From an optimization exercise on the open Yosys and OpenROAD flow, aimed at small area and a short achievable clock period; shortcuts taken in it are not production practice.
Power is estimated from default activity; no workload was simulated.

==> flow/design.v <==
package cdma_img_fifo_128x11_pkg;
  localparam int DEPTH  = 128;
  localparam int WIDTH  = 11;
  localparam int ADDR_W = 7;
  localparam int CNT_W  = 8;
  typedef logic [ADDR_W-1:0] addr_t;
  typedef logic [CNT_W-1:0]  cnt_t;
  typedef logic [WIDTH-1:0]  data_t;
  localparam cnt_t FULL_CNT = 8'd128;
endpackage
module ram_128x11
(
  input  logic        clk,
  input  logic [7:0]  wlo,
  input  logic [15:0] whi,
  input  logic        we,
  input  logic [10:0] di,
  input  logic [7:0]  rlo,
  input  logic [15:0] rhi,
  output logic [10:0] q
);
  logic [10:0] mem_r [128];
  logic [10:0] grp_s [16];
  always_ff @(posedge clk) begin
    for (int k = 0; k < 128; k++) begin
      if (we & whi[k/8] & wlo[k%8]) begin
        mem_r[k] <= di;
      end
    end
  end
  always_comb begin
    for (int j = 0; j < 16; j++) begin
      grp_s[j] = '0;
      for (int i = 0; i < 8; i++) begin
        grp_s[j] = grp_s[j] | (mem_r[8*j+i] & {11{rlo[i]}});
      end
    end
    q = '0;
    for (int j = 0; j < 16; j++) begin
      q = q | (grp_s[j] & {11{rhi[j]}});
    end
  end
endmodule
module cdma_img_fifo_128x11
(
  input  logic             clk,
  input  logic             reset,
  input  logic             wr_req,
  output logic             wr_ready,
  input  logic [cdma_img_fifo_128x11_pkg::WIDTH-1:0] wr_data,
  output logic             rd_req,
  input  logic             rd_ready,
  output logic [cdma_img_fifo_128x11_pkg::WIDTH-1:0] rd_data,
  input  logic [31:0]      pwrbus_ram_pd
);
  logic  wr_req_in_r;                        
  cdma_img_fifo_128x11_pkg::data_t wr_data_in_r;
  logic  wr_ready_r;                         
  logic  wr_full_r;                          
  cdma_img_fifo_128x11_pkg::cnt_t  wr_count_r;
  logic [7:0]  wr_lo_r;                      
  logic [15:0] wr_hi_r;                      
  logic  wr_popping_r;                       
  logic  rd_pushing_r;                       
  cdma_img_fifo_128x11_pkg::cnt_t  rd_count_r;
  logic [7:0]  rd_lo_r;                      
  logic [15:0] rd_hi_r;                      
  logic  rd_req_p_r;                         
  logic  rd_req_int_r;                       
  cdma_img_fifo_128x11_pkg::data_t rd_data_r;
  cdma_img_fifo_128x11_pkg::data_t ram_q_s;
  logic  wr_accept_s;
  logic  wr_reserving_s;
  logic  wr_inc_s;
  logic  wr_dec_s;
  logic  wr_full_next_s;
  logic  wr_req_in_next_s;
  cdma_img_fifo_128x11_pkg::cnt_t  wr_count_next_s;
  logic  rd_popping_s;
  logic  rd_inc_s;
  logic  rd_dec_s;
  cdma_img_fifo_128x11_pkg::cnt_t  rd_count_next_s;
  logic  rd_req_p_next_s;
  logic  rd_req_int_next_s;
  always_comb begin
    wr_accept_s      = wr_req & wr_ready_r;
    wr_reserving_s   = wr_req_in_r & ~wr_full_r;
    wr_inc_s         = wr_reserving_s & ~wr_popping_r;
    wr_dec_s         = wr_popping_r & ~wr_reserving_s;
    if (wr_inc_s) begin
      wr_count_next_s = wr_count_r + 8'd1;
    end else if (wr_dec_s) begin
      wr_count_next_s = wr_count_r - 8'd1;
    end else begin
      wr_count_next_s = wr_count_r;
    end
    wr_full_next_s   = wr_full_r ? ~wr_popping_r : (wr_inc_s & (wr_count_r == 8'd127));
    wr_req_in_next_s = wr_accept_s | (wr_req_in_r & wr_full_r);
  end
  always_ff @(posedge clk) begin
    if (reset) begin
      wr_req_in_r  <= 1'b0;
      wr_ready_r   <= 1'b1;
      wr_full_r    <= 1'b0;
      wr_count_r   <= 8'd0;
      wr_lo_r      <= 8'd1;
      wr_hi_r      <= 16'd1;
      wr_popping_r <= 1'b0;
    end else begin
      wr_req_in_r  <= wr_req_in_next_s;
      wr_ready_r   <= ~(wr_req_in_next_s & wr_full_next_s);
      wr_full_r    <= wr_full_next_s;
      wr_count_r   <= wr_count_next_s;
      if (wr_reserving_s) begin
        wr_lo_r <= {wr_lo_r[6:0], wr_lo_r[7]};
        if (wr_lo_r[7]) wr_hi_r <= {wr_hi_r[14:0], wr_hi_r[15]};
      end
      wr_popping_r <= rd_popping_s;
    end
  end
  always_ff @(posedge clk) begin
    if (wr_accept_s) begin
      wr_data_in_r <= wr_data;
    end
  end
  always_comb begin
    rd_popping_s      = rd_req_p_r & (~rd_req_int_r | rd_ready);
    rd_inc_s          = rd_pushing_r & ~rd_popping_s;
    rd_dec_s          = rd_popping_s & ~rd_pushing_r;
    if (rd_inc_s) begin
      rd_count_next_s = rd_count_r + 8'd1;
    end else if (rd_dec_s) begin
      rd_count_next_s = rd_count_r - 8'd1;
    end else begin
      rd_count_next_s = rd_count_r;
    end
    rd_req_p_next_s   = rd_pushing_r | (rd_req_p_r & ~(rd_popping_s & (rd_count_r == 8'd1)));
    rd_req_int_next_s = rd_popping_s | (rd_req_int_r & ~rd_ready);
  end
  always_ff @(posedge clk) begin
    if (reset) begin
      rd_pushing_r <= 1'b0;
      rd_count_r   <= 8'd0;
      rd_lo_r      <= 8'd1;
      rd_hi_r      <= 16'd1;
      rd_req_p_r   <= 1'b0;
      rd_req_int_r <= 1'b0;
    end else begin
      rd_pushing_r <= wr_reserving_s;
      rd_count_r   <= rd_count_next_s;
      if (rd_popping_s) begin
        rd_lo_r <= {rd_lo_r[6:0], rd_lo_r[7]};
        if (rd_lo_r[7]) rd_hi_r <= {rd_hi_r[14:0], rd_hi_r[15]};
      end
      rd_req_p_r   <= rd_req_p_next_s;
      rd_req_int_r <= rd_req_int_next_s;
    end
  end
  ram_128x11 u_ram (
    .clk  (clk),
    .wlo  (wr_lo_r),
    .whi  (wr_hi_r),
    .we   (wr_reserving_s),
    .di   (wr_data_in_r),
    .rlo  (rd_lo_r),
    .rhi  (rd_hi_r),
    .q    (ram_q_s)
  );
  always_ff @(posedge clk) begin
    if (rd_popping_s) begin
      rd_data_r <= ram_q_s;
    end
  end
  assign wr_ready = wr_ready_r;
  assign rd_req   = rd_req_int_r;
  assign rd_data  = rd_data_r;
endmodule
clock: 4.2 ns
lec_check: 0
abc_clock_period_in_ps: 2200
cap_margin: 20
core_margin: 2
core_utilization: 65
cts_cluster_diameter: 80
cts_cluster_size: 30
setup_slack_margin: 2.0
slew_margin: 20
run.sh (not shown) runs the stock make flow with config.mk's settings and CLKGATE_MAP_FILE= SYNTH_SCRIPT=/design/flow/synth_recipe.tcl, a recipe that flattens the netlist after the stock synthesis.
The first run completed with no timing, DRC or antenna violations.
==> next run, changes <==
--- a/flow/design.v
+++ b/flow/design.v
@@ -19,13 +19,27 @@
   input  logic [15:0] rhi,
   output logic [10:0] q
 );
-  logic [10:0] mem_r [128];
+  logic [127:0][10:0] mem_r;
   logic [10:0] grp_s [16];
+  logic [15:0] gwe_s;      
+  logic [7:0]  nlo_s;      
+  logic [127:0] wr_s;      
+  logic [127:0] hold_s;    
+  always_comb begin
+    for (int i = 0; i < 8; i++) begin
+      nlo_s[i] = |(wlo & ~(8'd1 << i));
+    end
+    for (int j = 0; j < 16; j++) begin
+      gwe_s[j] = we & whi[j];
+    end
+    for (int k = 0; k < 128; k++) begin
+      wr_s[k]   = gwe_s[k/8] & wlo[k%8];
+      hold_s[k] = ~gwe_s[k/8] | nlo_s[k%8];
+    end
+  end
   always_ff @(posedge clk) begin
     for (int k = 0; k < 128; k++) begin
-      if (we & whi[k/8] & wlo[k%8]) begin
-        mem_r[k] <= di;
-      end
+      mem_r[k] <= (di & {11{wr_s[k]}}) | (mem_r[k] & {11{hold_s[k]}});
     end
   end
   always_comb begin
=>
- The changed run finished with timing, DRC and antenna clean
- routed wire length goes up by 31%
- clock skew grows by 0.0044 ns
- non-clock buffer count climbs by 58
- global-route usage climbs by 8.2 points
- power fell by about 3.7%
- final area went up by 1.1%
- via count grows by 47%
- clock-buffer cell count decreases by 34
- register-to-register slack got worse by 0.15 ns
- clock power went up by about 3%
- sequential cell count does not change
- sequential power is lower by about 10%
- worst setup slack gets worse by 0.15 ns
Function was not checked in any run of this note: the RTL went through the layout flow alone.

-- re-timing with driven ports --
The flow's constraints put no driver on any port. The routed layouts listed below were extracted and timed again, unchanged, in two steps. Step 1, drivers: a clkbuf_16 drives clk and a buf_2 each remaining input, both assumed. Step 2 moves the port delays by t, midway between the first and last clock arrival at a register: inputs arrive t later, outputs are due t later. That takes back most of the time a late clock gives input paths. a / b / c = no drivers / after step 1 / after step 2; a / b = the first two.
run	t (ns)	slack for setup (ns)	hold WS [ns]	worst setup path at the end	worst data-port slew with drivers (ns)
the first run	0.743	1.668 / 1.668 / 1.557	0.415 / 0.365 / 0.510	input to register	0.04
the second run	0.756	1.514 / 1.514 / 1.362	0.490 / 0.476 / 0.490	input to register	0.04
After both steps every run listed still meets setup and hold. The setup slack of the second run, which loses most, moves by 0.000 ns with the drivers and by -0.152 ns with both steps.
